This design comes from an exercise in tuning for small area, a short achievable clock period and few clock cycles on the open sky130 flow, not from production work. Function was checked by simulation only, so behaviour that the tests miss may differ from the original. Power and IR drop assume default switching activity.

$ cat flow/flow/run.sh
#!/bin/bash
# Layout: the standard flow (standard.sh, all ORFS steps to finish), with the
# ports buffered by sky130_fd_sc_hd__buf_4 instead of the cell buffer_ports picks
# by default. The make output goes to standard_sh.log; ORFS keeps each step's
# own log under orfs/logs.
set -euo pipefail
bash standard.sh "BUFFER_PORTS_ARGS=-buffer_cell sky130_fd_sc_hd__buf_4" finish > standard_sh.log 2>&1
$ cat flow/config.mk
export PLATFORM = sky130hd
export DESIGN_NAME = ordered_ring_list_engine
export DESIGN_NICKNAME = ordered_ring_list_engine
export VERILOG_FILES = /design/flow/design.v
export SDC_FILE = /design/flow/constraint.sdc
export NUM_CORES = 4
export LEC_CHECK = 0
export CAP_MARGIN = 20
export CORE_MARGIN = 2
export CORE_UTILIZATION = 55
export CTS_BUF_LIST = sky130_fd_sc_hd__clkbuf_4 sky130_fd_sc_hd__clkbuf_8
export CTS_CLUSTER_DIAMETER = 50
export CTS_CLUSTER_SIZE = 16
export SETUP_SLACK_MARGIN = 2.0
export SLEW_MARGIN = 20
$ cat flow/standard.sh
#!/bin/bash
# synth_recipe.tcl (not shown) runs the flow's synth.tcl, then flattens the netlist and writes it again
# the make line also repeats each setting of config.mk as NAME=value (left out here)
make -C /OpenROAD-flow-scripts/flow DESIGN_CONFIG=/design/flow/config.mk WORK_HOME=/design/flow/orfs CLKGATE_MAP_FILE= SYNTH_SCRIPT=/design/flow/synth_recipe.tcl "${@:-finish}"
$ cat flow/constraint.sdc
create_clock -name core_clock -period 5.5 [get_ports {i_clk}]
set_input_delay 1.1000 -clock core_clock [delete_from_list [all_inputs] [get_ports {i_clk}]]
set_output_delay 1.1000 -clock core_clock [all_outputs]
set_load 0.01 [all_outputs]
$ cat flow/design.v
`timescale 1ns / 1ps
`default_nettype none
package orle_pkg;
    localparam int KIND_W = 3;
    localparam int VAL_W  = 32;
    localparam int IDX_W  = 5;
    localparam int CNT_W  = 5;
    localparam int ELEM_W = 32;
    localparam logic [KIND_W-1:0] KIND_APPEND  = 3'd0;
    localparam logic [KIND_W-1:0] KIND_GET     = 3'd1;
    localparam logic [KIND_W-1:0] KIND_DELETE  = 3'd2;
    localparam logic [KIND_W-1:0] KIND_ROTATE  = 3'd3;
    localparam logic [KIND_W-1:0] KIND_READALL = 3'd4;
    localparam logic [KIND_W-1:0] KIND_CLEAR   = 3'd5;
    localparam logic [1:0] ST_OK       = 2'd0;
    localparam logic [1:0] ST_NOTFOUND = 2'd1;
    localparam logic [1:0] ST_EMPTY    = 2'd2;
    localparam logic [1:0] ST_FULL     = 2'd3;
endpackage
`default_nettype wire
`timescale 1ns / 1ps
`default_nettype none
module orle_alu (
    input  wire logic [4:0] i_idx,
    input  wire logic [4:0] i_len,
    output logic [3:0]      o_pos
);
    always_comb begin
        unique case ({i_len, i_idx})
            10'd32: o_pos = 4'd0;
            10'd33: o_pos = 4'd0;
            10'd34: o_pos = 4'd0;
            10'd35: o_pos = 4'd0;
            10'd36: o_pos = 4'd0;
            10'd37: o_pos = 4'd0;
            10'd38: o_pos = 4'd0;
            10'd39: o_pos = 4'd0;
            10'd40: o_pos = 4'd0;
            10'd41: o_pos = 4'd0;
            10'd42: o_pos = 4'd0;
            10'd43: o_pos = 4'd0;
            10'd44: o_pos = 4'd0;
            10'd45: o_pos = 4'd0;
            10'd46: o_pos = 4'd0;
            10'd47: o_pos = 4'd0;
            10'd48: o_pos = 4'd0;
            10'd49: o_pos = 4'd0;
            10'd50: o_pos = 4'd0;
            10'd51: o_pos = 4'd0;
            10'd52: o_pos = 4'd0;
            10'd53: o_pos = 4'd0;
            10'd54: o_pos = 4'd0;
            10'd55: o_pos = 4'd0;
            10'd56: o_pos = 4'd0;
            10'd57: o_pos = 4'd0;
            10'd58: o_pos = 4'd0;
            10'd59: o_pos = 4'd0;
            10'd60: o_pos = 4'd0;
            10'd61: o_pos = 4'd0;
            10'd62: o_pos = 4'd0;
            10'd63: o_pos = 4'd0;
            10'd64: o_pos = 4'd0;
            10'd65: o_pos = 4'd1;
            10'd66: o_pos = 4'd0;
            10'd67: o_pos = 4'd1;
            10'd68: o_pos = 4'd0;
            10'd69: o_pos = 4'd1;
            10'd70: o_pos = 4'd0;
            10'd71: o_pos = 4'd1;
            10'd72: o_pos = 4'd0;
            10'd73: o_pos = 4'd1;
            10'd74: o_pos = 4'd0;
            10'd75: o_pos = 4'd1;
            10'd76: o_pos = 4'd0;
            10'd77: o_pos = 4'd1;
            10'd78: o_pos = 4'd0;
            10'd79: o_pos = 4'd1;
            10'd80: o_pos = 4'd0;
            10'd81: o_pos = 4'd0;
            10'd82: o_pos = 4'd0;
            10'd83: o_pos = 4'd0;
            10'd84: o_pos = 4'd0;
            10'd85: o_pos = 4'd0;
            10'd86: o_pos = 4'd0;
            10'd87: o_pos = 4'd0;
            10'd88: o_pos = 4'd0;
            10'd89: o_pos = 4'd0;
            10'd90: o_pos = 4'd0;
            10'd91: o_pos = 4'd0;
            10'd92: o_pos = 4'd0;
            10'd93: o_pos = 4'd0;
            10'd94: o_pos = 4'd0;
            10'd95: o_pos = 4'd1;
            10'd96: o_pos = 4'd0;
            10'd97: o_pos = 4'd1;
            10'd98: o_pos = 4'd2;
            10'd99: o_pos = 4'd0;
            10'd100: o_pos = 4'd1;
            10'd101: o_pos = 4'd2;
            10'd102: o_pos = 4'd0;
            10'd103: o_pos = 4'd1;
            10'd104: o_pos = 4'd2;
            10'd105: o_pos = 4'd0;
            10'd106: o_pos = 4'd1;
            10'd107: o_pos = 4'd2;
            10'd108: o_pos = 4'd0;
            10'd109: o_pos = 4'd1;
            10'd110: o_pos = 4'd2;
            10'd111: o_pos = 4'd0;
            10'd112: o_pos = 4'd0;
            10'd113: o_pos = 4'd0;
            10'd114: o_pos = 4'd0;
            10'd115: o_pos = 4'd0;
            10'd116: o_pos = 4'd0;
            10'd117: o_pos = 4'd0;
            10'd118: o_pos = 4'd0;
            10'd119: o_pos = 4'd0;
            10'd120: o_pos = 4'd0;
            10'd121: o_pos = 4'd0;
            10'd122: o_pos = 4'd0;
            10'd123: o_pos = 4'd0;
            10'd124: o_pos = 4'd0;
            10'd125: o_pos = 4'd0;
            10'd126: o_pos = 4'd1;
            10'd127: o_pos = 4'd2;
            10'd128: o_pos = 4'd0;
            10'd129: o_pos = 4'd1;
            10'd130: o_pos = 4'd2;
            10'd131: o_pos = 4'd3;
            10'd132: o_pos = 4'd0;
            10'd133: o_pos = 4'd1;
            10'd134: o_pos = 4'd2;
            10'd135: o_pos = 4'd3;
            10'd136: o_pos = 4'd0;
            10'd137: o_pos = 4'd1;
            10'd138: o_pos = 4'd2;
            10'd139: o_pos = 4'd3;
            10'd140: o_pos = 4'd0;
            10'd141: o_pos = 4'd1;
            10'd142: o_pos = 4'd2;
            10'd143: o_pos = 4'd3;
            10'd144: o_pos = 4'd0;
            10'd145: o_pos = 4'd0;
            10'd146: o_pos = 4'd0;
            10'd147: o_pos = 4'd0;
            10'd148: o_pos = 4'd0;
            10'd149: o_pos = 4'd0;
            10'd150: o_pos = 4'd0;
            10'd151: o_pos = 4'd0;
            10'd152: o_pos = 4'd0;
            10'd153: o_pos = 4'd0;
            10'd154: o_pos = 4'd0;
            10'd155: o_pos = 4'd0;
            10'd156: o_pos = 4'd0;
            10'd157: o_pos = 4'd1;
            10'd158: o_pos = 4'd2;
            10'd159: o_pos = 4'd3;
            10'd160: o_pos = 4'd0;
            10'd161: o_pos = 4'd1;
            10'd162: o_pos = 4'd2;
            10'd163: o_pos = 4'd3;
            10'd164: o_pos = 4'd4;
            10'd165: o_pos = 4'd0;
            10'd166: o_pos = 4'd1;
            10'd167: o_pos = 4'd2;
            10'd168: o_pos = 4'd3;
            10'd169: o_pos = 4'd4;
            10'd170: o_pos = 4'd0;
            10'd171: o_pos = 4'd1;
            10'd172: o_pos = 4'd2;
            10'd173: o_pos = 4'd3;
            10'd174: o_pos = 4'd4;
            10'd175: o_pos = 4'd0;
            10'd176: o_pos = 4'd0;
            10'd177: o_pos = 4'd0;
            10'd178: o_pos = 4'd0;
            10'd179: o_pos = 4'd0;
            10'd180: o_pos = 4'd0;
            10'd181: o_pos = 4'd0;
            10'd182: o_pos = 4'd0;
            10'd183: o_pos = 4'd0;
            10'd184: o_pos = 4'd0;
            10'd185: o_pos = 4'd0;
            10'd186: o_pos = 4'd0;
            10'd187: o_pos = 4'd0;
            10'd188: o_pos = 4'd1;
            10'd189: o_pos = 4'd2;
            10'd190: o_pos = 4'd3;
            10'd191: o_pos = 4'd4;
            10'd192: o_pos = 4'd0;
            10'd193: o_pos = 4'd1;
            10'd194: o_pos = 4'd2;
            10'd195: o_pos = 4'd3;
            10'd196: o_pos = 4'd4;
            10'd197: o_pos = 4'd5;
            10'd198: o_pos = 4'd0;
            10'd199: o_pos = 4'd1;
            10'd200: o_pos = 4'd2;
            10'd201: o_pos = 4'd3;
            10'd202: o_pos = 4'd4;
            10'd203: o_pos = 4'd5;
            10'd204: o_pos = 4'd0;
            10'd205: o_pos = 4'd1;
            10'd206: o_pos = 4'd2;
            10'd207: o_pos = 4'd3;
            10'd208: o_pos = 4'd0;
            10'd209: o_pos = 4'd0;
            10'd210: o_pos = 4'd0;
            10'd211: o_pos = 4'd0;
            10'd212: o_pos = 4'd0;
            10'd213: o_pos = 4'd0;
            10'd214: o_pos = 4'd0;
            10'd215: o_pos = 4'd0;
            10'd216: o_pos = 4'd0;
            10'd217: o_pos = 4'd0;
            10'd218: o_pos = 4'd0;
            10'd219: o_pos = 4'd1;
            10'd220: o_pos = 4'd2;
            10'd221: o_pos = 4'd3;
            10'd222: o_pos = 4'd4;
            10'd223: o_pos = 4'd5;
            10'd224: o_pos = 4'd0;
            10'd225: o_pos = 4'd1;
            10'd226: o_pos = 4'd2;
            10'd227: o_pos = 4'd3;
            10'd228: o_pos = 4'd4;
            10'd229: o_pos = 4'd5;
            10'd230: o_pos = 4'd6;
            10'd231: o_pos = 4'd0;
            10'd232: o_pos = 4'd1;
            10'd233: o_pos = 4'd2;
            10'd234: o_pos = 4'd3;
            10'd235: o_pos = 4'd4;
            10'd236: o_pos = 4'd5;
            10'd237: o_pos = 4'd6;
            10'd238: o_pos = 4'd0;
            10'd239: o_pos = 4'd1;
            10'd240: o_pos = 4'd0;
            10'd241: o_pos = 4'd0;
            10'd242: o_pos = 4'd0;
            10'd243: o_pos = 4'd0;
            10'd244: o_pos = 4'd0;
            10'd245: o_pos = 4'd0;
            10'd246: o_pos = 4'd0;
            10'd247: o_pos = 4'd0;
            10'd248: o_pos = 4'd0;
            10'd249: o_pos = 4'd0;
            10'd250: o_pos = 4'd1;
            10'd251: o_pos = 4'd2;
            10'd252: o_pos = 4'd3;
            10'd253: o_pos = 4'd4;
            10'd254: o_pos = 4'd5;
            10'd255: o_pos = 4'd6;
            10'd256: o_pos = 4'd0;
            10'd257: o_pos = 4'd1;
            10'd258: o_pos = 4'd2;
            10'd259: o_pos = 4'd3;
            10'd260: o_pos = 4'd4;
            10'd261: o_pos = 4'd5;
            10'd262: o_pos = 4'd6;
            10'd263: o_pos = 4'd7;
            10'd264: o_pos = 4'd0;
            10'd265: o_pos = 4'd1;
            10'd266: o_pos = 4'd2;
            10'd267: o_pos = 4'd3;
            10'd268: o_pos = 4'd4;
            10'd269: o_pos = 4'd5;
            10'd270: o_pos = 4'd6;
            10'd271: o_pos = 4'd7;
            10'd272: o_pos = 4'd0;
            10'd273: o_pos = 4'd0;
            10'd274: o_pos = 4'd0;
            10'd275: o_pos = 4'd0;
            10'd276: o_pos = 4'd0;
            10'd277: o_pos = 4'd0;
            10'd278: o_pos = 4'd0;
            10'd279: o_pos = 4'd0;
            10'd280: o_pos = 4'd0;
            10'd281: o_pos = 4'd1;
            10'd282: o_pos = 4'd2;
            10'd283: o_pos = 4'd3;
            10'd284: o_pos = 4'd4;
            10'd285: o_pos = 4'd5;
            10'd286: o_pos = 4'd6;
            10'd287: o_pos = 4'd7;
            10'd288: o_pos = 4'd0;
            10'd289: o_pos = 4'd1;
            10'd290: o_pos = 4'd2;
            10'd291: o_pos = 4'd3;
            10'd292: o_pos = 4'd4;
            10'd293: o_pos = 4'd5;
            10'd294: o_pos = 4'd6;
            10'd295: o_pos = 4'd7;
            10'd296: o_pos = 4'd8;
            10'd297: o_pos = 4'd0;
            10'd298: o_pos = 4'd1;
            10'd299: o_pos = 4'd2;
            10'd300: o_pos = 4'd3;
            10'd301: o_pos = 4'd4;
            10'd302: o_pos = 4'd5;
            10'd303: o_pos = 4'd6;
            10'd304: o_pos = 4'd0;
            10'd305: o_pos = 4'd0;
            10'd306: o_pos = 4'd0;
            10'd307: o_pos = 4'd0;
            10'd308: o_pos = 4'd0;
            10'd309: o_pos = 4'd0;
            10'd310: o_pos = 4'd0;
            10'd311: o_pos = 4'd0;
            10'd312: o_pos = 4'd1;
            10'd313: o_pos = 4'd2;
            10'd314: o_pos = 4'd3;
            10'd315: o_pos = 4'd4;
            10'd316: o_pos = 4'd5;
            10'd317: o_pos = 4'd6;
            10'd318: o_pos = 4'd7;
            10'd319: o_pos = 4'd8;
            10'd320: o_pos = 4'd0;
            10'd321: o_pos = 4'd1;
            10'd322: o_pos = 4'd2;
            10'd323: o_pos = 4'd3;
            10'd324: o_pos = 4'd4;
            10'd325: o_pos = 4'd5;
            10'd326: o_pos = 4'd6;
            10'd327: o_pos = 4'd7;
            10'd328: o_pos = 4'd8;
            10'd329: o_pos = 4'd9;
            10'd330: o_pos = 4'd0;
            10'd331: o_pos = 4'd1;
            10'd332: o_pos = 4'd2;
            10'd333: o_pos = 4'd3;
            10'd334: o_pos = 4'd4;
            10'd335: o_pos = 4'd5;
            10'd336: o_pos = 4'd0;
            10'd337: o_pos = 4'd0;
            10'd338: o_pos = 4'd0;
            10'd339: o_pos = 4'd0;
            10'd340: o_pos = 4'd0;
            10'd341: o_pos = 4'd0;
            10'd342: o_pos = 4'd0;
            10'd343: o_pos = 4'd1;
            10'd344: o_pos = 4'd2;
            10'd345: o_pos = 4'd3;
            10'd346: o_pos = 4'd4;
            10'd347: o_pos = 4'd5;
            10'd348: o_pos = 4'd6;
            10'd349: o_pos = 4'd7;
            10'd350: o_pos = 4'd8;
            10'd351: o_pos = 4'd9;
            10'd352: o_pos = 4'd0;
            10'd353: o_pos = 4'd1;
            10'd354: o_pos = 4'd2;
            10'd355: o_pos = 4'd3;
            10'd356: o_pos = 4'd4;
            10'd357: o_pos = 4'd5;
            10'd358: o_pos = 4'd6;
            10'd359: o_pos = 4'd7;
            10'd360: o_pos = 4'd8;
            10'd361: o_pos = 4'd9;
            10'd362: o_pos = 4'd10;
            10'd363: o_pos = 4'd0;
            10'd364: o_pos = 4'd1;
            10'd365: o_pos = 4'd2;
            10'd366: o_pos = 4'd3;
            10'd367: o_pos = 4'd4;
            10'd368: o_pos = 4'd0;
            10'd369: o_pos = 4'd0;
            10'd370: o_pos = 4'd0;
            10'd371: o_pos = 4'd0;
            10'd372: o_pos = 4'd0;
            10'd373: o_pos = 4'd0;
            10'd374: o_pos = 4'd1;
            10'd375: o_pos = 4'd2;
            10'd376: o_pos = 4'd3;
            10'd377: o_pos = 4'd4;
            10'd378: o_pos = 4'd5;
            10'd379: o_pos = 4'd6;
            10'd380: o_pos = 4'd7;
            10'd381: o_pos = 4'd8;
            10'd382: o_pos = 4'd9;
            10'd383: o_pos = 4'd10;
            10'd384: o_pos = 4'd0;
            10'd385: o_pos = 4'd1;
            10'd386: o_pos = 4'd2;
            10'd387: o_pos = 4'd3;
            10'd388: o_pos = 4'd4;
            10'd389: o_pos = 4'd5;
            10'd390: o_pos = 4'd6;
            10'd391: o_pos = 4'd7;
            10'd392: o_pos = 4'd8;
            10'd393: o_pos = 4'd9;
            10'd394: o_pos = 4'd10;
            10'd395: o_pos = 4'd11;
            10'd396: o_pos = 4'd0;
            10'd397: o_pos = 4'd1;
            10'd398: o_pos = 4'd2;
            10'd399: o_pos = 4'd3;
            10'd400: o_pos = 4'd0;
            10'd401: o_pos = 4'd0;
            10'd402: o_pos = 4'd0;
            10'd403: o_pos = 4'd0;
            10'd404: o_pos = 4'd0;
            10'd405: o_pos = 4'd1;
            10'd406: o_pos = 4'd2;
            10'd407: o_pos = 4'd3;
            10'd408: o_pos = 4'd4;
            10'd409: o_pos = 4'd5;
            10'd410: o_pos = 4'd6;
            10'd411: o_pos = 4'd7;
            10'd412: o_pos = 4'd8;
            10'd413: o_pos = 4'd9;
            10'd414: o_pos = 4'd10;
            10'd415: o_pos = 4'd11;
            10'd416: o_pos = 4'd0;
            10'd417: o_pos = 4'd1;
            10'd418: o_pos = 4'd2;
            10'd419: o_pos = 4'd3;
            10'd420: o_pos = 4'd4;
            10'd421: o_pos = 4'd5;
            10'd422: o_pos = 4'd6;
            10'd423: o_pos = 4'd7;
            10'd424: o_pos = 4'd8;
            10'd425: o_pos = 4'd9;
            10'd426: o_pos = 4'd10;
            10'd427: o_pos = 4'd11;
            10'd428: o_pos = 4'd12;
            10'd429: o_pos = 4'd0;
            10'd430: o_pos = 4'd1;
            10'd431: o_pos = 4'd2;
            10'd432: o_pos = 4'd0;
            10'd433: o_pos = 4'd0;
            10'd434: o_pos = 4'd0;
            10'd435: o_pos = 4'd0;
            10'd436: o_pos = 4'd1;
            10'd437: o_pos = 4'd2;
            10'd438: o_pos = 4'd3;
            10'd439: o_pos = 4'd4;
            10'd440: o_pos = 4'd5;
            10'd441: o_pos = 4'd6;
            10'd442: o_pos = 4'd7;
            10'd443: o_pos = 4'd8;
            10'd444: o_pos = 4'd9;
            10'd445: o_pos = 4'd10;
            10'd446: o_pos = 4'd11;
            10'd447: o_pos = 4'd12;
            10'd448: o_pos = 4'd0;
            10'd449: o_pos = 4'd1;
            10'd450: o_pos = 4'd2;
            10'd451: o_pos = 4'd3;
            10'd452: o_pos = 4'd4;
            10'd453: o_pos = 4'd5;
            10'd454: o_pos = 4'd6;
            10'd455: o_pos = 4'd7;
            10'd456: o_pos = 4'd8;
            10'd457: o_pos = 4'd9;
            10'd458: o_pos = 4'd10;
            10'd459: o_pos = 4'd11;
            10'd460: o_pos = 4'd12;
            10'd461: o_pos = 4'd13;
            10'd462: o_pos = 4'd0;
            10'd463: o_pos = 4'd1;
            10'd464: o_pos = 4'd0;
            10'd465: o_pos = 4'd0;
            10'd466: o_pos = 4'd0;
            10'd467: o_pos = 4'd1;
            10'd468: o_pos = 4'd2;
            10'd469: o_pos = 4'd3;
            10'd470: o_pos = 4'd4;
            10'd471: o_pos = 4'd5;
            10'd472: o_pos = 4'd6;
            10'd473: o_pos = 4'd7;
            10'd474: o_pos = 4'd8;
            10'd475: o_pos = 4'd9;
            10'd476: o_pos = 4'd10;
            10'd477: o_pos = 4'd11;
            10'd478: o_pos = 4'd12;
            10'd479: o_pos = 4'd13;
            10'd480: o_pos = 4'd0;
            10'd481: o_pos = 4'd1;
            10'd482: o_pos = 4'd2;
            10'd483: o_pos = 4'd3;
            10'd484: o_pos = 4'd4;
            10'd485: o_pos = 4'd5;
            10'd486: o_pos = 4'd6;
            10'd487: o_pos = 4'd7;
            10'd488: o_pos = 4'd8;
            10'd489: o_pos = 4'd9;
            10'd490: o_pos = 4'd10;
            10'd491: o_pos = 4'd11;
            10'd492: o_pos = 4'd12;
            10'd493: o_pos = 4'd13;
            10'd494: o_pos = 4'd14;
            10'd495: o_pos = 4'd0;
            10'd496: o_pos = 4'd0;
            10'd497: o_pos = 4'd0;
            10'd498: o_pos = 4'd1;
            10'd499: o_pos = 4'd2;
            10'd500: o_pos = 4'd3;
            10'd501: o_pos = 4'd4;
            10'd502: o_pos = 4'd5;
            10'd503: o_pos = 4'd6;
            10'd504: o_pos = 4'd7;
            10'd505: o_pos = 4'd8;
            10'd506: o_pos = 4'd9;
            10'd507: o_pos = 4'd10;
            10'd508: o_pos = 4'd11;
            10'd509: o_pos = 4'd12;
            10'd510: o_pos = 4'd13;
            10'd511: o_pos = 4'd14;
            10'd512: o_pos = 4'd0;
            10'd513: o_pos = 4'd1;
            10'd514: o_pos = 4'd2;
            10'd515: o_pos = 4'd3;
            10'd516: o_pos = 4'd4;
            10'd517: o_pos = 4'd5;
            10'd518: o_pos = 4'd6;
            10'd519: o_pos = 4'd7;
            10'd520: o_pos = 4'd8;
            10'd521: o_pos = 4'd9;
            10'd522: o_pos = 4'd10;
            10'd523: o_pos = 4'd11;
            10'd524: o_pos = 4'd12;
            10'd525: o_pos = 4'd13;
            10'd526: o_pos = 4'd14;
            10'd527: o_pos = 4'd15;
            10'd528: o_pos = 4'd0;
            10'd529: o_pos = 4'd1;
            10'd530: o_pos = 4'd2;
            10'd531: o_pos = 4'd3;
            10'd532: o_pos = 4'd4;
            10'd533: o_pos = 4'd5;
            10'd534: o_pos = 4'd6;
            10'd535: o_pos = 4'd7;
            10'd536: o_pos = 4'd8;
            10'd537: o_pos = 4'd9;
            10'd538: o_pos = 4'd10;
            10'd539: o_pos = 4'd11;
            10'd540: o_pos = 4'd12;
            10'd541: o_pos = 4'd13;
            10'd542: o_pos = 4'd14;
            10'd543: o_pos = 4'd15;
            default: o_pos = 4'd0;
        endcase
    end
endmodule
module orle_add4 (
    input  wire logic [3:0] i_a,
    input  wire logic [3:0] i_b,
    output logic [3:0]      o_sum
);
    always_comb begin
        unique case ({i_a, i_b})
            8'd0: o_sum = 4'd0;
            8'd1: o_sum = 4'd1;
            8'd2: o_sum = 4'd2;
            8'd3: o_sum = 4'd3;
            8'd4: o_sum = 4'd4;
            8'd5: o_sum = 4'd5;
            8'd6: o_sum = 4'd6;
            8'd7: o_sum = 4'd7;
            8'd8: o_sum = 4'd8;
            8'd9: o_sum = 4'd9;
            8'd10: o_sum = 4'd10;
            8'd11: o_sum = 4'd11;
            8'd12: o_sum = 4'd12;
            8'd13: o_sum = 4'd13;
            8'd14: o_sum = 4'd14;
            8'd15: o_sum = 4'd15;
            8'd16: o_sum = 4'd1;
            8'd17: o_sum = 4'd2;
            8'd18: o_sum = 4'd3;
            8'd19: o_sum = 4'd4;
            8'd20: o_sum = 4'd5;
            8'd21: o_sum = 4'd6;
            8'd22: o_sum = 4'd7;
            8'd23: o_sum = 4'd8;
            8'd24: o_sum = 4'd9;
            8'd25: o_sum = 4'd10;
            8'd26: o_sum = 4'd11;
            8'd27: o_sum = 4'd12;
            8'd28: o_sum = 4'd13;
            8'd29: o_sum = 4'd14;
            8'd30: o_sum = 4'd15;
            8'd31: o_sum = 4'd0;
            8'd32: o_sum = 4'd2;
            8'd33: o_sum = 4'd3;
            8'd34: o_sum = 4'd4;
            8'd35: o_sum = 4'd5;
            8'd36: o_sum = 4'd6;
            8'd37: o_sum = 4'd7;
            8'd38: o_sum = 4'd8;
            8'd39: o_sum = 4'd9;
            8'd40: o_sum = 4'd10;
            8'd41: o_sum = 4'd11;
            8'd42: o_sum = 4'd12;
            8'd43: o_sum = 4'd13;
            8'd44: o_sum = 4'd14;
            8'd45: o_sum = 4'd15;
            8'd46: o_sum = 4'd0;
            8'd47: o_sum = 4'd1;
            8'd48: o_sum = 4'd3;
            8'd49: o_sum = 4'd4;
            8'd50: o_sum = 4'd5;
            8'd51: o_sum = 4'd6;
            8'd52: o_sum = 4'd7;
            8'd53: o_sum = 4'd8;
            8'd54: o_sum = 4'd9;
            8'd55: o_sum = 4'd10;
            8'd56: o_sum = 4'd11;
            8'd57: o_sum = 4'd12;
            8'd58: o_sum = 4'd13;
            8'd59: o_sum = 4'd14;
            8'd60: o_sum = 4'd15;
            8'd61: o_sum = 4'd0;
            8'd62: o_sum = 4'd1;
            8'd63: o_sum = 4'd2;
            8'd64: o_sum = 4'd4;
            8'd65: o_sum = 4'd5;
            8'd66: o_sum = 4'd6;
            8'd67: o_sum = 4'd7;
            8'd68: o_sum = 4'd8;
            8'd69: o_sum = 4'd9;
            8'd70: o_sum = 4'd10;
            8'd71: o_sum = 4'd11;
            8'd72: o_sum = 4'd12;
            8'd73: o_sum = 4'd13;
            8'd74: o_sum = 4'd14;
            8'd75: o_sum = 4'd15;
            8'd76: o_sum = 4'd0;
            8'd77: o_sum = 4'd1;
            8'd78: o_sum = 4'd2;
            8'd79: o_sum = 4'd3;
            8'd80: o_sum = 4'd5;
            8'd81: o_sum = 4'd6;
            8'd82: o_sum = 4'd7;
            8'd83: o_sum = 4'd8;
            8'd84: o_sum = 4'd9;
            8'd85: o_sum = 4'd10;
            8'd86: o_sum = 4'd11;
            8'd87: o_sum = 4'd12;
            8'd88: o_sum = 4'd13;
            8'd89: o_sum = 4'd14;
            8'd90: o_sum = 4'd15;
            8'd91: o_sum = 4'd0;
            8'd92: o_sum = 4'd1;
            8'd93: o_sum = 4'd2;
            8'd94: o_sum = 4'd3;
            8'd95: o_sum = 4'd4;
            8'd96: o_sum = 4'd6;
            8'd97: o_sum = 4'd7;
            8'd98: o_sum = 4'd8;
            8'd99: o_sum = 4'd9;
            8'd100: o_sum = 4'd10;
            8'd101: o_sum = 4'd11;
            8'd102: o_sum = 4'd12;
            8'd103: o_sum = 4'd13;
            8'd104: o_sum = 4'd14;
            8'd105: o_sum = 4'd15;
            8'd106: o_sum = 4'd0;
            8'd107: o_sum = 4'd1;
            8'd108: o_sum = 4'd2;
            8'd109: o_sum = 4'd3;
            8'd110: o_sum = 4'd4;
            8'd111: o_sum = 4'd5;
            8'd112: o_sum = 4'd7;
            8'd113: o_sum = 4'd8;
            8'd114: o_sum = 4'd9;
            8'd115: o_sum = 4'd10;
            8'd116: o_sum = 4'd11;
            8'd117: o_sum = 4'd12;
            8'd118: o_sum = 4'd13;
            8'd119: o_sum = 4'd14;
            8'd120: o_sum = 4'd15;
            8'd121: o_sum = 4'd0;
            8'd122: o_sum = 4'd1;
            8'd123: o_sum = 4'd2;
            8'd124: o_sum = 4'd3;
            8'd125: o_sum = 4'd4;
            8'd126: o_sum = 4'd5;
            8'd127: o_sum = 4'd6;
            8'd128: o_sum = 4'd8;
            8'd129: o_sum = 4'd9;
            8'd130: o_sum = 4'd10;
            8'd131: o_sum = 4'd11;
            8'd132: o_sum = 4'd12;
            8'd133: o_sum = 4'd13;
            8'd134: o_sum = 4'd14;
            8'd135: o_sum = 4'd15;
            8'd136: o_sum = 4'd0;
            8'd137: o_sum = 4'd1;
            8'd138: o_sum = 4'd2;
            8'd139: o_sum = 4'd3;
            8'd140: o_sum = 4'd4;
            8'd141: o_sum = 4'd5;
            8'd142: o_sum = 4'd6;
            8'd143: o_sum = 4'd7;
            8'd144: o_sum = 4'd9;
            8'd145: o_sum = 4'd10;
            8'd146: o_sum = 4'd11;
            8'd147: o_sum = 4'd12;
            8'd148: o_sum = 4'd13;
            8'd149: o_sum = 4'd14;
            8'd150: o_sum = 4'd15;
            8'd151: o_sum = 4'd0;
            8'd152: o_sum = 4'd1;
            8'd153: o_sum = 4'd2;
            8'd154: o_sum = 4'd3;
            8'd155: o_sum = 4'd4;
            8'd156: o_sum = 4'd5;
            8'd157: o_sum = 4'd6;
            8'd158: o_sum = 4'd7;
            8'd159: o_sum = 4'd8;
            8'd160: o_sum = 4'd10;
            8'd161: o_sum = 4'd11;
            8'd162: o_sum = 4'd12;
            8'd163: o_sum = 4'd13;
            8'd164: o_sum = 4'd14;
            8'd165: o_sum = 4'd15;
            8'd166: o_sum = 4'd0;
            8'd167: o_sum = 4'd1;
            8'd168: o_sum = 4'd2;
            8'd169: o_sum = 4'd3;
            8'd170: o_sum = 4'd4;
            8'd171: o_sum = 4'd5;
            8'd172: o_sum = 4'd6;
            8'd173: o_sum = 4'd7;
            8'd174: o_sum = 4'd8;
            8'd175: o_sum = 4'd9;
            8'd176: o_sum = 4'd11;
            8'd177: o_sum = 4'd12;
            8'd178: o_sum = 4'd13;
            8'd179: o_sum = 4'd14;
            8'd180: o_sum = 4'd15;
            8'd181: o_sum = 4'd0;
            8'd182: o_sum = 4'd1;
            8'd183: o_sum = 4'd2;
            8'd184: o_sum = 4'd3;
            8'd185: o_sum = 4'd4;
            8'd186: o_sum = 4'd5;
            8'd187: o_sum = 4'd6;
            8'd188: o_sum = 4'd7;
            8'd189: o_sum = 4'd8;
            8'd190: o_sum = 4'd9;
            8'd191: o_sum = 4'd10;
            8'd192: o_sum = 4'd12;
            8'd193: o_sum = 4'd13;
            8'd194: o_sum = 4'd14;
            8'd195: o_sum = 4'd15;
            8'd196: o_sum = 4'd0;
            8'd197: o_sum = 4'd1;
            8'd198: o_sum = 4'd2;
            8'd199: o_sum = 4'd3;
            8'd200: o_sum = 4'd4;
            8'd201: o_sum = 4'd5;
            8'd202: o_sum = 4'd6;
            8'd203: o_sum = 4'd7;
            8'd204: o_sum = 4'd8;
            8'd205: o_sum = 4'd9;
            8'd206: o_sum = 4'd10;
            8'd207: o_sum = 4'd11;
            8'd208: o_sum = 4'd13;
            8'd209: o_sum = 4'd14;
            8'd210: o_sum = 4'd15;
            8'd211: o_sum = 4'd0;
            8'd212: o_sum = 4'd1;
            8'd213: o_sum = 4'd2;
            8'd214: o_sum = 4'd3;
            8'd215: o_sum = 4'd4;
            8'd216: o_sum = 4'd5;
            8'd217: o_sum = 4'd6;
            8'd218: o_sum = 4'd7;
            8'd219: o_sum = 4'd8;
            8'd220: o_sum = 4'd9;
            8'd221: o_sum = 4'd10;
            8'd222: o_sum = 4'd11;
            8'd223: o_sum = 4'd12;
            8'd224: o_sum = 4'd14;
            8'd225: o_sum = 4'd15;
            8'd226: o_sum = 4'd0;
            8'd227: o_sum = 4'd1;
            8'd228: o_sum = 4'd2;
            8'd229: o_sum = 4'd3;
            8'd230: o_sum = 4'd4;
            8'd231: o_sum = 4'd5;
            8'd232: o_sum = 4'd6;
            8'd233: o_sum = 4'd7;
            8'd234: o_sum = 4'd8;
            8'd235: o_sum = 4'd9;
            8'd236: o_sum = 4'd10;
            8'd237: o_sum = 4'd11;
            8'd238: o_sum = 4'd12;
            8'd239: o_sum = 4'd13;
            8'd240: o_sum = 4'd15;
            8'd241: o_sum = 4'd0;
            8'd242: o_sum = 4'd1;
            8'd243: o_sum = 4'd2;
            8'd244: o_sum = 4'd3;
            8'd245: o_sum = 4'd4;
            8'd246: o_sum = 4'd5;
            8'd247: o_sum = 4'd6;
            8'd248: o_sum = 4'd7;
            8'd249: o_sum = 4'd8;
            8'd250: o_sum = 4'd9;
            8'd251: o_sum = 4'd10;
            8'd252: o_sum = 4'd11;
            8'd253: o_sum = 4'd12;
            8'd254: o_sum = 4'd13;
            8'd255: o_sum = 4'd14;
            default: o_sum = 4'd0;
        endcase
    end
endmodule
`default_nettype wire
`timescale 1ns / 1ps
`default_nettype none
module orle_ram #(
    parameter int WIDTH = 32,
    parameter int DEPTH = 16
) (
    input  wire logic                     i_clk,
    input  wire logic                     i_we,
    input  wire logic [$clog2(DEPTH)-1:0] i_waddr,
    input  wire logic [WIDTH-1:0]         i_wdata,
    input  wire logic [$clog2(DEPTH)-1:0] i_raddr,
    output logic [WIDTH-1:0]              o_rdata
);
    logic [WIDTH-1:0] r_mem [DEPTH];
    logic [WIDTH-1:0] r_q;
    always_ff @(posedge i_clk) begin
        if (i_we) begin
            r_mem[i_waddr] <= i_wdata;
        end
        r_q <= r_mem[i_raddr];
    end
    assign o_rdata = r_q;
endmodule
`default_nettype wire
`timescale 1ns / 1ps
`default_nettype none
module orle_core (
    input  wire logic        i_clk,
    input  wire logic        i_rst_n,
    input  wire logic        i_in_valid,
    output logic             o_in_ready,
    input  wire logic [2:0]  i_in_kind,
    input  wire logic [31:0] i_in_value,
    input  wire logic [4:0]  i_in_index,
    output logic             o_out_valid,
    input  wire logic        i_out_ready,
    output logic [31:0]      o_out_element,
    output logic [1:0]       o_out_status,
    output logic [4:0]       o_out_count,
    output logic             o_out_last
);
    localparam logic [1:0] S_RUN  = 2'd0;   
    localparam logic [1:0] S_RA   = 2'd1;   
    localparam logic [1:0] S_MOVE = 2'd2;   
    function automatic logic [3:0] f_inc4(input logic [3:0] x);
        f_inc4 = 4'd0;
        for (int k = 0; k < 16; k++) begin
            if (x == 4'(k)) f_inc4 = 4'((k + 1) % 16);
        end
    endfunction
    function automatic logic [3:0] f_dec4(input logic [3:0] x);
        f_dec4 = 4'd0;
        for (int k = 0; k < 16; k++) begin
            if (x == 4'(k)) f_dec4 = 4'((k + 15) % 16);
        end
    endfunction
    function automatic logic [4:0] f_inc5(input logic [4:0] x);
        f_inc5 = 5'd0;
        for (int k = 0; k < 32; k++) begin
            if (x == 5'(k)) f_inc5 = 5'((k + 1) % 32);
        end
    endfunction
    function automatic logic [4:0] f_dec5(input logic [4:0] x);
        f_dec5 = 5'd0;
        for (int k = 0; k < 32; k++) begin
            if (x == 5'(k)) f_dec5 = 5'((k + 31) % 32);
        end
    endfunction
    function automatic logic [15:0] f_ge(input logic [3:0] x);    
        f_ge = 16'd0;
        for (int k = 0; k < 16; k++) begin
            if (x == 4'(k)) f_ge = 16'((32'hFFFF << k) & 32'hFFFF);
        end
    endfunction
    function automatic logic [15:0] f_dec16(input logic [3:0] x);
        f_dec16 = 16'd0;
        for (int k = 0; k < 16; k++) begin
            if (x == 4'(k)) f_dec16 = 16'(1 << k);
        end
    endfunction
    function automatic logic [15:0] f_low(input logic [15:0] v);   
        logic [15:0] p;
        p = v;
        for (int s = 1; s < 16; s++) p[s] = p[s] | p[s-1];
        f_low = v & ~{p[14:0], 1'b0};
    endfunction
    function automatic logic [15:0] f_rotl(input logic [15:0] v);   
        f_rotl = {v[14:0], v[15]};
    endfunction
    function automatic logic [15:0] f_rotr(input logic [15:0] v);   
        f_rotr = {v[0], v[15:1]};
    endfunction
    logic        r_qv;
    logic        r_kapp, r_kget, r_kdel, r_krot, r_kra, r_kclr;
    logic [31:0] r_qval;
    logic [3:0]  r_gslot;    
    logic [31:0] r_mem [16];
    logic [3:0]  r_head;
    logic [15:0] r_hoh;      
    logic [4:0]  r_cnt;
    logic [15:0] r_valid;
    logic [15:0] r_half;
    logic [1:0]  r_st;
    logic [15:0] r_poh;      
    logic [3:0]  r_rem;      
    logic [15:0] r_mendoh;   
    logic        r_mdn;      
    logic        r_ov;
    logic [31:0] r_oelem;
    logic [1:0]  r_ost;
    logic [4:0]  r_ocnt;
    logic        r_olast;
    logic        w_free, w_exec, w_empty, w_full, w_take;
    logic [3:0]  w_head1;
    logic [15:0] w_rsel;
    logic [31:0] w_rd, w_wdata;
    logic [15:0] w_we;
    assign w_free  = !r_ov || i_out_ready;
    assign w_exec  = r_qv && (r_st == S_RUN) && w_free;
    assign w_empty = (r_cnt == 5'd0);
    assign w_full  = r_cnt[4];
    assign w_head1 = f_inc4(r_head);
    assign o_in_ready = !r_qv || w_exec;
    assign w_take     = o_in_ready && i_in_valid;
    logic [15:0] w_head_oh, w_vend_oh, w_tail_oh, w_hend_oh, w_hlast_oh, w_ge_head;
    always_comb begin
        w_head_oh = r_hoh;
        w_ge_head = f_ge(r_head);
        for (int s = 0; s < 16; s++) begin
            w_vend_oh[s]  = w_empty ? w_head_oh[s] : (r_valid[(s+15)%16] && !r_valid[s]);
            w_hend_oh[s]  = w_empty ? w_head_oh[s] : (r_half[(s+15)%16] && !r_half[s]);
            w_tail_oh[s]  = w_full ? w_head_oh[(s+1)%16] : (r_valid[s] && !r_valid[(s+1)%16]);
            w_hlast_oh[s] = r_half[s] && !r_half[(s+1)%16];
        end
    end
    logic [15:0] r_match;
    logic [15:0] w_eq_in, w_mbase, w_match, w_mhi;
    logic        w_eqq, w_wmatch;
    logic        w_found, w_headside, w_nomove;
    logic [15:0] w_first;
    always_comb begin
        for (int s = 0; s < 16; s++) begin
            w_eq_in[s] = (r_mem[s] == i_in_value);
        end
        w_eqq    = (r_qval == i_in_value);
        w_mbase  = w_take ? w_eq_in : r_match;
        w_wmatch = (r_st == S_RUN && r_kapp) ? w_eqq : |(w_mbase & w_rsel);
    end
    always_ff @(posedge i_clk) begin
        for (int s = 0; s < 16; s++) begin
            r_match[s] <= w_we[s] ? w_wmatch : w_mbase[s];
        end
    end
    always_comb begin
        w_match    = r_match & r_valid;
        w_mhi      = w_match & w_ge_head;
        w_found    = |w_match;
        w_headside = |(w_match & r_half);
        w_nomove   = w_headside ? |(w_match & w_head_oh) : !(|(w_match & ~w_tail_oh));
        w_first    = (|w_mhi) ? f_low(w_mhi) : f_low(w_match);
    end
    logic [4:0]  w_cnt_a;
    logic [3:0]  w_pos_a, w_pos_b, w_hsel, w_gs_a, w_gs_b;
    logic        w_delhit, w_headinc;
    assign w_cnt_a   = (r_qv && r_kapp && !w_full) ? f_inc5(r_cnt) : r_cnt;
    assign w_delhit  = r_qv && r_kdel && w_found;
    assign w_headinc = r_qv && ((r_krot && !w_empty) || (r_kdel && w_headside));
    assign w_hsel    = w_headinc ? w_head1 : r_head;
    orle_alu  u_pos_a (.i_idx(i_in_index), .i_len(w_cnt_a),       .o_pos(w_pos_a));
    orle_alu  u_pos_b (.i_idx(i_in_index), .i_len(f_dec5(r_cnt)), .o_pos(w_pos_b));
    orle_add4 u_gs_a  (.i_a(w_hsel), .i_b(w_pos_a), .o_sum(w_gs_a));
    orle_add4 u_gs_b  (.i_a(w_hsel), .i_b(w_pos_b), .o_sum(w_gs_b));
    always_comb begin
        w_rsel = (r_st != S_RUN) ? r_poh : (r_kget ? f_dec16(r_gslot) : r_hoh);
        w_rd = 32'd0;
        for (int s = 0; s < 16; s++) begin
            w_rd = w_rd | (r_mem[s] & {32{w_rsel[s]}});
        end
    end
    logic [15:0] w_mw_oh;
    assign w_mw_oh = r_mdn ? f_rotl(r_poh) : f_rotr(r_poh);
    always_comb begin
        w_wdata = (r_st == S_RUN && r_kapp) ? r_qval : w_rd;
        for (int s = 0; s < 16; s++) begin
            w_we[s] = (r_st == S_MOVE) ? w_mw_oh[s]
                                       : (r_qv && r_st == S_RUN && (r_kapp || (r_krot && !w_empty))
                                          && !w_full && w_vend_oh[s]);
        end
    end
    always_ff @(posedge i_clk) begin
        for (int s = 0; s < 16; s++) begin
            if (w_we[s]) r_mem[s] <= w_wdata;
        end
    end
    always_ff @(posedge i_clk) begin
        if (w_take) begin
            r_kapp  <= (i_in_kind == orle_pkg::KIND_APPEND);
            r_kget  <= (i_in_kind == orle_pkg::KIND_GET);
            r_kdel  <= (i_in_kind == orle_pkg::KIND_DELETE);
            r_krot  <= (i_in_kind == orle_pkg::KIND_ROTATE);
            r_kra   <= (i_in_kind == orle_pkg::KIND_READALL);
            r_kclr  <= (i_in_kind == orle_pkg::KIND_CLEAR);
            r_qval  <= i_in_value;
            r_gslot <= w_delhit ? w_gs_b : w_gs_a;
        end
        if (!i_rst_n) begin
            r_qv <= 1'b0;
        end else if (o_in_ready) begin
            r_qv <= i_in_valid;
        end
    end
    always_ff @(posedge i_clk) begin
        logic        ld;
        logic [31:0] el;
        logic [1:0]  stat;
        logic [4:0]  cn;
        logic        la;
        ld   = 1'b0;
        el   = 32'd0;
        stat = orle_pkg::ST_OK;
        cn   = r_cnt;
        la   = 1'b1;
        if (!i_rst_n) begin
            r_st    <= S_RUN;
            r_head  <= 4'd0;
            r_hoh   <= 16'd1;
            r_cnt   <= 5'd0;
            r_valid <= 16'd0;
            r_half  <= 16'd0;
            r_ov    <= 1'b0;
        end else begin
            if (r_st == S_MOVE) begin
                r_poh <= r_mdn ? f_rotr(r_poh) : f_rotl(r_poh);
                if (|(r_poh & r_mendoh)) r_st <= S_RUN;
            end else if (r_st == S_RA) begin
                if (w_free) begin
                    ld = 1'b1;
                    el = w_rd;
                    la = (r_rem == 4'd0);
                    r_poh <= f_rotl(r_poh);
                    r_rem <= f_dec4(r_rem);
                    if (la) r_st <= S_RUN;
                end
            end else if (w_exec) begin
                ld = 1'b1;
                if (r_kapp) begin
                    if (w_full) begin
                        stat = orle_pkg::ST_FULL;
                    end else begin
                        cn      = f_inc5(r_cnt);
                        r_cnt   <= cn;
                        r_valid <= r_valid | w_vend_oh;
                        if (!r_cnt[0]) r_half <= r_half | w_hend_oh;
                    end
                end else if (r_kget) begin
                    if (w_empty) stat = orle_pkg::ST_EMPTY;
                    else         el   = w_rd;
                end else if (r_kdel) begin
                    if (w_empty) begin
                        stat = orle_pkg::ST_EMPTY;
                    end else if (!w_found) begin
                        stat = orle_pkg::ST_NOTFOUND;
                    end else begin
                        cn    = f_dec5(r_cnt);
                        r_cnt <= cn;
                        if (!w_nomove) r_st <= S_MOVE;
                        if (w_headside) begin
                            r_head  <= w_head1;
                            r_hoh   <= f_rotl(r_hoh);
                            r_poh   <= f_rotr(w_first);
                            r_mendoh <= r_hoh;
                            r_mdn   <= 1'b1;
                            r_valid <= r_valid & ~w_head_oh;
                            if (r_cnt[0]) r_half <= r_half & ~w_head_oh;
                            else          r_half <= (r_half & ~w_head_oh) | w_hend_oh;
                        end else begin
                            r_poh   <= f_rotl(w_first);
                            r_mendoh <= w_tail_oh;
                            r_mdn   <= 1'b0;
                            r_valid <= r_valid & ~w_tail_oh;
                            if (r_cnt[0]) r_half <= r_half & ~w_hlast_oh;
                        end
                    end
                end else if (r_krot) begin
                    if (w_empty) begin
                        stat = orle_pkg::ST_EMPTY;
                    end else begin
                        r_head  <= w_head1;
                        r_hoh   <= f_rotl(r_hoh);
                        r_valid <= {r_valid[14:0], r_valid[15]};
                        r_half  <= {r_half[14:0], r_half[15]};
                    end
                end else if (r_kra) begin
                    if (w_empty) begin
                        stat = orle_pkg::ST_EMPTY;
                    end else begin
                        el = w_rd;
                        la = (r_cnt == 5'd1);
                        r_poh <= f_rotl(r_hoh);
                        r_rem <= f_dec4(f_dec4(r_cnt[3:0]));
                        if (!la) r_st <= S_RA;
                    end
                end else if (r_kclr) begin
                    cn      = 5'd0;
                    r_cnt   <= 5'd0;
                    r_valid <= 16'd0;
                    r_half  <= 16'd0;
                end
            end
            if (ld)               r_ov <= 1'b1;
            else if (i_out_ready) r_ov <= 1'b0;
        end
        if (ld) begin
            r_oelem <= el;
            r_ost   <= stat;
            r_ocnt  <= cn;
            r_olast <= la;
        end
    end
    assign o_out_valid   = r_ov;
    assign o_out_element = r_oelem;
    assign o_out_status  = r_ost;
    assign o_out_count   = r_ocnt;
    assign o_out_last    = r_olast;
endmodule
`default_nettype wire
`timescale 1ns / 1ps
`default_nettype none
module ordered_ring_list_engine (
    input  wire logic        i_clk,
    input  wire logic        i_rst_n,
    input  wire logic        i_in_valid,
    output logic             o_in_ready,
    input  wire logic [2:0]  i_in_kind,
    input  wire logic [31:0] i_in_value,
    input  wire logic [4:0]  i_in_index,
    output logic             o_out_valid,
    input  wire logic        i_out_ready,
    output logic [31:0]      o_out_element,
    output logic [1:0]       o_out_status,
    output logic [4:0]       o_out_count,
    output logic             o_out_last
);
    orle_core u_core (
        .i_clk        (i_clk),
        .i_rst_n      (i_rst_n),
        .i_in_valid   (i_in_valid),
        .o_in_ready   (o_in_ready),
        .i_in_kind    (i_in_kind),
        .i_in_value   (i_in_value),
        .i_in_index   (i_in_index),
        .o_out_valid  (o_out_valid),
        .i_out_ready  (i_out_ready),
        .o_out_element(o_out_element),
        .o_out_status (o_out_status),
        .o_out_count  (o_out_count),
        .o_out_last   (o_out_last)
    );
endmodule
`default_nettype wire
==> summary.txt <==
[path summary, 6_finish.rpt]
check / end / cells after the start / from
worst max-delay path: u_core.r_gslot[3] / 13 / u_core.r_qv
worst min-delay path: u_core.r_st[1] / 2 / u_core.r_st[1]
worst max register to register: u_core.r_gslot[3] / 13 / u_core.r_qv
worst min register to register: u_core.r_st[1] / 2 / u_core.r_st[1]
[timing repair]
action                     4_1_cts  5_1_grt
pin swaps                       30       21
buffers inserted                58       28
gates cloned                     6        0
resized for setup              106       82
setup endpoints to repair      921      550
[metal layers]
metal,routed length [um],share of wire,track usage
met1,60100,0.33,0.584
met4,18400,0.10,0.349
met3,27000,0.15,0.166
met5,38,0.00021,0
met2,77200,0.42,0.706
[synth_stat cells, drive strengths merged (15+ instances only)]
library cell and n:
edfxtp 631, xor2 530, nand2 280, a21oi 223
clkbuf 218, nor2 153, nor4 145, o21ai 132
a22o 84, buf 83, nand4 82, a221oi 80
dfxtp 77, a22oi 72, inv 71, nor3 67
nand3 58, mux2 50, mux2i 49, nor3b 46
and3 43, ha 43, o22ai 38, nor2b 37
xnor2 34, a222oi 33, o211ai 32, a31oi 24
a311oi 22, a211oi 21, nand2b 18, o221a 18
and2 16, or3 15
[critical path, stage by stage, from the launching register on]
cell	delay, ps
dfxtp_1	320
buf_4	210
nand4b_4	230
xnor2_2	610
o21ai_0	280
a21oi_1	230
o221a_2	200
a221o_1	230
inv_2	120
ha_2	210
or4_1	510
a31oi_1	220
o31a_1	170
o31ai_1	70
[stage by stage]
stage	utilization	total power, mW	instance area (um^2)
after global placement	0.583	8.15	42400
after global routing	0.631	12.5	45900
after floorplan	-	7.40	40600
after CTS	0.622	12.1	45200
final	0.631	12.3	45900
after detailed placement	0.583	8.18	42400
[report_power, final]
group / total [mW] / internal (mW) / leakage, nW / switching (mW)
logic: 2.13 / 0.648 / 8.45 / 1.48
clock network: 3.96 / 1.69 / 0.849 / 2.27
registers: 6.22 / 6.12 / 6.36 / 0.0975
[flip-flops by register name (all words and copies together) (netlist names), 2 cells and up]
signal	count
u_core.r_cnt	5
u_core.r_gslot	4
u_core.r_half	16
u_core.r_head	4
u_core.r_hoh	16
u_core.r_match	16
u_core.r_mem	512
u_core.r_mendoh	16
u_core.r_ocnt	5
u_core.r_oelem	32
u_core.r_ost	2
u_core.r_poh	16
u_core.r_qval	32
u_core.r_rem	4
u_core.r_st	2
u_core.r_valid	16
[cell type report]
type                       count  area share
sequential                   708       0.447
clock inverter                58      0.0111
inverter                      78     0.00692
timing repair buffer         310      0.0598
multi-input combinational   2622       0.423
clock buffer                  88      0.0258
tap                          959      0.0261
antenna                        8    0.000436
[cell families (layout without fill, tap and decap cells)]
| family | after synthesis | count (layout) |
|---|---|---|
| compound gates | 904 | 905 |
| xor+xnor | 564 | 564 |
| fa+ha+maj | 45 | 45 |
| buf+inv | 379 | 534 |
| flops | 708 | 708 |
| mux | 105 | 105 |
| other cells | 0 | 8 |
| simple gates | 1000 | 1003 |
==> flow_summary.json <==
{
  "max-clock-path-buffers": 3,
  "preCtsSetupSlack_ps": 367,
  "n_fill_cell": 5785,
  "mostFrequentLayoutCells": "631 x edfxtp_1, 525 x xor2_1, 275 x nand2_1",
  "core.rowCount": 99,
  "antenna_found_initial": 13,
  "hold_slack_ps": 564,
  "r2r_slack_ps": 1600,
  "die_w_um": 275,
  "drt.antenna.violating_nets": 0,
  "gr-total-overflow": 0,
  "start_util": 0.554,
  "synth_top_area_cell": "edfxtp_1",
  "wl_per_cell_um": 37.8,
  "required_ps": 5950,
  "peakVddDrop_mv": 0.224,
  "fin_worst_skew_ps": 50.5,
  "synthAdderAreaFrac": 0.0139,
  "synth_top_area_frac": 0.470,
  "final_cells": 4831,
  "synthCells": 3705,
  "clkSlewWorstSetupHoldPaths_ps": 70,
  "drt_iter0_drc": 7364,
  "clockRootBuffer": "clkbuf_8",
  "async_flop_share": 0,
  "hold_violations": 0,
  "setup_tns_ps": 0,
  "fin_crit_sh": 0.709,
  "hp-class": "reg -> reg",
  "yosys_warnings": 4,
  "hpwlAfterDp_um": 121000,
  "htree_levels": 3,
  "ys_ff_latch": 708,
  "post-route-drc-count": 0,
  "cp-start-kind": "flip-flop",
  "cts_buffers": 81,
  "power.leakage_nw": 15.7,
  "synth_ff_type": "edfxtp_1",
  "synth_xor_area_frac": 0.123,
  "grt_pass1_wl_um": 253000,
  "multiInputGateArea_um2": 19400,
  "area_growth_syn_to_layout_pct": 14.0,
  "yosys-top-cells-area": "edfxtp_1 47%, xor2_1 12%, dfxtp_1 3.8%",
  "slew_headroom": 0.0829,
  "ys_seq_area_frac": 0.509,
  "gp_congestion": 1.09,
  "die-area_um2": 75400,
  "grt_pass1_vias": 32673,
  "worstSkewPairLatency_ps": 750,
  "synth_edf_count": 631,
  "synth.distinct_cells": 90,
  "drv_cap": 0,
  "drv_slew": 0,
  "crit_path_max_fanout": 11,
  "worstPathArrival_ps": 4350,
  "coreArea_um2": 72700,
  "io_pins": 86,
  "layout_setup_ws_ps": 1600,
  "final_common_cell": "edfxtp_1",
  "grt_max_degree": 51,
  "syn_area_um2": 40300,
  "cts_tree": "done",
  "via_count": 35808,
  "die_height_um": 275,
  "status": "finished clean",
  "holdBufCountCts": 0,
  "vias_per_cell": 7.41,
  "syn_avg_cell_area_um2": 10.9,
  "drive_gt1_frac": 0.188,
  "place_inst": 4579,
  "synth_top_family_by_area": "compound AO/OA/AOI/OAI gates",
  "max_freq_mhz": 256,
  "drtPass1Iterations": 10,
  "rsz0062_at_grt": "true",
  "fin_crit_ps": 3900,
  "port_buffers": 85,
  "cts.sinks": 708,
  "nNetsFinal": 3888,
  "setup_viol": 0,
  "worstSetupEndpointType": "flip-flop",
  "syn_nets": 3792,
  "final-seq-area_um2": 20500,
  "wl_um": 183000,
  "grt_usage": 0.479,
  "yosys.area_share.simple": 0.129,
  "synth_compound_area_frac": 0.158,
  "worstSetupPathType": "reg -> reg",
  "p_per_area_nw_per_um2": 268,
  "tightest_slew_ps": 1360,
  "synthMuxAreaShare": 0.0295
}
Testbench counts, summed over its fixed seeds: cycles 23,237.

==> static timing again, ports no longer ideal <==
In the flow no input, the clock included, has a driving cell. The finished layout below was timed again as built, in two steps.
Step 1, drivers: a clkbuf_16 drives i_clk and a buf_2 each remaining input, both assumed.
Step 2 times the ports against the registers' clock, not the clock port: input delays grow and output delays shrink by t, the midpoint of the rising clock arrivals with the driver on.
a / b / c = ideal / step 1 / step 2; a / b = the first two.
t, ns: 0.796
setup WS [ns]: 1.600 / 1.600 / 0.833
worst register clock-pin slew, ns: 0.10 / 0.10
worst data-port slew with drivers (ns): 0.14
After both steps setup and hold are still met in this run. For this run, drivers alone change the setup slack by 0.000 ns; drivers and shift together by -0.767 ns.
